This design comes from an exercise in tuning for small area on the open sky130 flow, not from production work.
Function was checked by simulation only, so behaviour that the tests miss may differ from the original.
The flow treats the clock pin as an ideal source, which a real chip does not have.
Power is estimated from default activity; no workload was simulated.

// cpu_gregs_mp
module cpu_gregs_mp (
    input  logic        clk,
    input  logic        rst_n,
    input  logic [9:0]  rs_idx,
    output logic [63:0] rs_dat,
    output logic [1:0]  rs_busy,
    input  logic [1:0]  rd_wen,
    input  logic [9:0]  rd_idx,
    input  logic [63:0] rd_dat,
    input  logic        mark_en,
    input  logic [4:0]  mark_idx,
    input  logic        flush
);
export LEC_CHECK = 0
export CAP_MARGIN = 5
export CELL_PAD_IN_SITES_DETAIL_PLACEMENT = 1
export CELL_PAD_IN_SITES_GLOBAL_PLACEMENT = 1
export CORE_MARGIN = 2
export CORE_UTILIZATION = 30
export PLACE_DENSITY = 0.45
export SLEW_MARGIN = 5
export SYNTH_HIERARCHICAL = 1
create_clock -name core_clock -period 5.0 [get_ports {clk}]
standard.sh (not shown) runs the stock make flow with config.mk's settings and CLKGATE_MAP_FILE= SYNTH_SCRIPT=/design/flow/synth_recipe.tcl, a recipe that flattens the netlist after the stock synthesis.
==> flow/flow/run.sh <==
#!/bin/bash
# Standard ORFS layout (the standard.sh, standard synthesis unchanged) with
# a lighter clock tree (no dummy loads, clkbuf_8 leaves) and the smallest
# buffer on each port. Each tool's full output stays in orfs/logs/; the make
# output goes to standard.log.
set -uo pipefail
bash standard.sh \
  "CTS_ARGS=-sink_clustering_enable -repair_clock_nets -dont_use_dummy_load -buf_list {sky130_fd_sc_hd__clkbuf_4 sky130_fd_sc_hd__clkbuf_8} -root_buf sky130_fd_sc_hd__clkbuf_16 -sink_clustering_size 16 -sink_clustering_max_diameter 60" \
  "BUFFER_PORTS_ARGS=-buffer_cell sky130_fd_sc_hd__buf_1" \
  finish > standard.log 2>&1
The baseline produced a layout that fails on setup timing.
Then changed:
--- a/flow/flow/run.sh
+++ b/flow/flow/run.sh
@@ -2,6 +2,10 @@
 # Standard ORFS layout (the standard.sh, standard synthesis unchanged) with
-# a lighter clock tree (no dummy loads, clkbuf_8 leaves) and the smallest
-# buffer on each port. Each tool's full output stays in orfs/logs/; the make
+# a lighter clock tree (no dummy loads; after CTS each leaf clock buffer is sized
+# to the smallest clkbuf that keeps its flip-flop clock pins under the slew
+# target, see post_cts.tcl), the smallest buffer on each port, and timing-driven
+# placement keeping its resizer changes only once the placement has spread out
+# (overflow below 0.2). Each tool's full output stays in orfs/logs/; the make
 # output goes to standard.log.
 set -uo pipefail
+HERE=$(pwd)
 bash standard.sh \
@@ -9,2 +13,4 @@
   "BUFFER_PORTS_ARGS=-buffer_cell sky130_fd_sc_hd__buf_1" \
+  GPL_KEEP_OVERFLOW=0.2 \
+  POST_CTS_TCL=$HERE/flow/post_cts.tcl \
   finish > standard.log 2>&1
==> flow/flow/post_cts.tcl (new file) <==
# Size each leaf clock buffer to the smallest clkbuf that keeps its flip-flop
# clock pins below the slew target (the largest one if none does); the tree's
# structure is unchanged. Then legalize the placement again.
set clk_slew_target 0.115
set clk_sizes {sky130_fd_sc_hd__clkbuf_2 sky130_fd_sc_hd__clkbuf_4 sky130_fd_sc_hd__clkbuf_8 sky130_fd_sc_hd__clkbuf_16}
estimate_parasitics -placement
proc leaf_sink_slew {inst} {
  set mx 0.0
  set out [get_pins -of_objects [get_cells $inst] -filter "direction == output"]
  foreach p [get_pins -of_objects [get_nets -of_objects $out] -filter "direction == input"] {
    foreach rf {rise fall} {
      set s [get_property $p slew_max_${rf}]
      if {$s > $mx} {set mx $s}
    }
  }
  return $mx
}
set n_changed 0
foreach inst [get_cells clkbuf_leaf_*] {
  set name [get_full_name $inst]
  set orig [get_full_name [get_lib_cells -of_objects $inst]]
  regsub {.*/} $orig {} orig
  set chosen [lindex $clk_sizes end]
  foreach m $clk_sizes {
    replace_cell $name $m
    if {[leaf_sink_slew $name] <= $clk_slew_target} { set chosen $m; break }
  }
  replace_cell $name $chosen
  if {$chosen ne $orig} { incr n_changed }
}
puts "post_cts: resized $n_changed leaf clock buffers"
detailed_placement
check_placement -verbose
--- a/flow/config.mk
+++ b/flow/config.mk
@@ -13,2 +13,3 @@
 export PLACE_DENSITY = 0.45
+export SETUP_SLACK_MARGIN = 0.2
 export SLEW_MARGIN = 5
After rerunning: With this change the flow went through all stages and came out clean; clock skew is unchanged; non-clock buffer count shrinks by 42; design area went down slightly; hold slack gets better by 79 ps; final cell count is lower slightly; fmax is higher by a few percent; worst setup slack gains 210 ps; utilization drops by 0.52 points; die area stays the same; global-route usage decreases by 0.57 points; sequential share of layout area goes up by 0.64 points.
Then changed:
==> flow/flow/run.sh (replaced) <==
#!/bin/bash
# Standard ORFS layout (the standard.sh, standard synthesis unchanged) with
# a lighter clock tree (no dummy loads, clkbuf_8 leaves), the smallest buffer on
# each port, and timing-driven placement keeping its resizer changes only once
# the placement has spread out (overflow below 0.2). Each tool's full output
# stays in orfs/logs/; the make output goes to standard.log.
set -uo pipefail
bash standard.sh \
  "CTS_ARGS=-sink_clustering_enable -repair_clock_nets -dont_use_dummy_load -buf_list {sky130_fd_sc_hd__clkbuf_4 sky130_fd_sc_hd__clkbuf_8} -root_buf sky130_fd_sc_hd__clkbuf_16 -sink_clustering_size 16 -sink_clustering_max_diameter 60" \
  "BUFFER_PORTS_ARGS=-buffer_cell sky130_fd_sc_hd__buf_1" \
  GPL_KEEP_OVERFLOW=0.2 \
  finish > standard.log 2>&1
--- a/flow/config.mk
+++ b/flow/config.mk
@@ -13,3 +13,3 @@
 export PLACE_DENSITY = 0.45
-export SETUP_SLACK_MARGIN = 0.2
+export SETUP_SLACK_MARGIN = 0.3
 export SLEW_MARGIN = 5
removed: flow/flow/post_cts.tcl
What happened: Via count shrinks by 0.34%; worst hold slack loses 5.6 ps; register-to-register slack is worse by 120 ps; cell area is higher by 1.0%; core utilization grows by 0.33 points; routed wire length stays flat; maximum frequency fell by 0.76%; total power went up by 3.4%.
Then changed:
==> flow/flow/run.sh (replaced) <==
#!/bin/bash
# Standard ORFS layout (the standard.sh, standard synthesis unchanged) with
# a lighter clock tree (no dummy loads; after CTS each leaf clock buffer is sized
# to the smallest clkbuf that keeps its flip-flop clock pins under the slew
# target, see post_cts.tcl), the smallest buffer on each port, and timing-driven
# placement keeping its resizer changes only once the placement has spread out
# (overflow below 0.2). Each tool's full output stays in orfs/logs/; the make
# output goes to standard.log.
set -uo pipefail
HERE=$(pwd)
bash standard.sh \
  "CTS_ARGS=-sink_clustering_enable -repair_clock_nets -dont_use_dummy_load -buf_list {sky130_fd_sc_hd__clkbuf_4 sky130_fd_sc_hd__clkbuf_8} -root_buf sky130_fd_sc_hd__clkbuf_16 -sink_clustering_size 16 -sink_clustering_max_diameter 60" \
  "BUFFER_PORTS_ARGS=-buffer_cell sky130_fd_sc_hd__buf_1" \
  GPL_KEEP_OVERFLOW=0.2 \
  POST_CTS_TCL=$HERE/flow/post_cts.tcl \
  finish > standard.log 2>&1
==> flow/flow/post_cts.tcl (new file) <==
# Size each leaf clock buffer to the smallest clkbuf that keeps its flip-flop
# clock pins below the slew target (the largest one if none does); the tree's
# structure is unchanged. Then legalize the placement again.
set clk_slew_target 0.105
set clk_sizes {sky130_fd_sc_hd__clkbuf_2 sky130_fd_sc_hd__clkbuf_4 sky130_fd_sc_hd__clkbuf_8 sky130_fd_sc_hd__clkbuf_16}
estimate_parasitics -placement
proc leaf_sink_slew {inst} {
  set mx 0.0
  set out [get_pins -of_objects [get_cells $inst] -filter "direction == output"]
  foreach p [get_pins -of_objects [get_nets -of_objects $out] -filter "direction == input"] {
    foreach rf {rise fall} {
      set s [get_property $p slew_max_${rf}]
      if {$s > $mx} {set mx $s}
    }
  }
  return $mx
}
set n_changed 0
foreach inst [get_cells clkbuf_leaf_*] {
  set name [get_full_name $inst]
  set orig [get_full_name [get_lib_cells -of_objects $inst]]
  regsub {.*/} $orig {} orig
  set chosen [lindex $clk_sizes end]
  foreach m $clk_sizes {
    replace_cell $name $m
    if {[leaf_sink_slew $name] <= $clk_slew_target} { set chosen $m; break }
  }
  replace_cell $name $chosen
  if {$chosen ne $orig} { incr n_changed }
}
puts "post_cts: resized $n_changed leaf clock buffers"
detailed_placement
check_placement -verbose
After rerunning: Die area is unchanged. Final cell count is about the same. First-iteration DRC count is lower by 2.0%. Clock skew stays the same. Total power went down by 2.4%. Worst setup slack gains 92 ps. Routed wire length decreases by 0.31%.
Then changed:
--- a/flow/flow/post_cts.tcl
+++ b/flow/flow/post_cts.tcl
@@ -3,3 +3,3 @@
 # structure is unchanged. Then legalize the placement again.
-set clk_slew_target 0.105
+set clk_slew_target 0.110
 set clk_sizes {sky130_fd_sc_hd__clkbuf_2 sky130_fd_sc_hd__clkbuf_4 sky130_fd_sc_hd__clkbuf_8 sky130_fd_sc_hd__clkbuf_16}
--- a/flow/config.mk
+++ b/flow/config.mk
@@ -13,3 +13,3 @@
 export PLACE_DENSITY = 0.45
-export SETUP_SLACK_MARGIN = 0.3
+export SETUP_SLACK_MARGIN = 0.2
 export SLEW_MARGIN = 5
- sequential share of layout area rises by 0.10 points
- global-route usage stays flat
- clock-buffer cell count is unchanged

## separate check: timing with driven ports
In the flow no input, the clock included, has a driving cell. The finished layouts below were timed again as built, in two steps.
Step 1 sets driving cells, clkbuf_16 on the clock port and buf_2 on the other inputs (assumed; they add their load-dependent delay and slew).
Step 2 adds t to the input delays and takes it off the output delays; t is the mean of the earliest and latest rising clock arrival at the registers after step 1. Input paths then give back, and output paths get back, about the clock's delay inside the block.
Slacks: no drivers / after step 1 / after step 2; pairs: no drivers / after step 1.
run	t, ns	slack for setup (ns)	worst setup path after step 2
the first run	0.815	-0.006 / -0.092 / 0.723	register to output
the second run	0.807	0.206 / 0.119 / 0.505	input to register
the third run	0.805	0.169 / 0.083 / 0.458	input to register
the fourth run	0.808	0.261 / 0.175 / 0.471	input to register
the fifth run	0.814	0.194 / 0.106 / 0.550	input to register
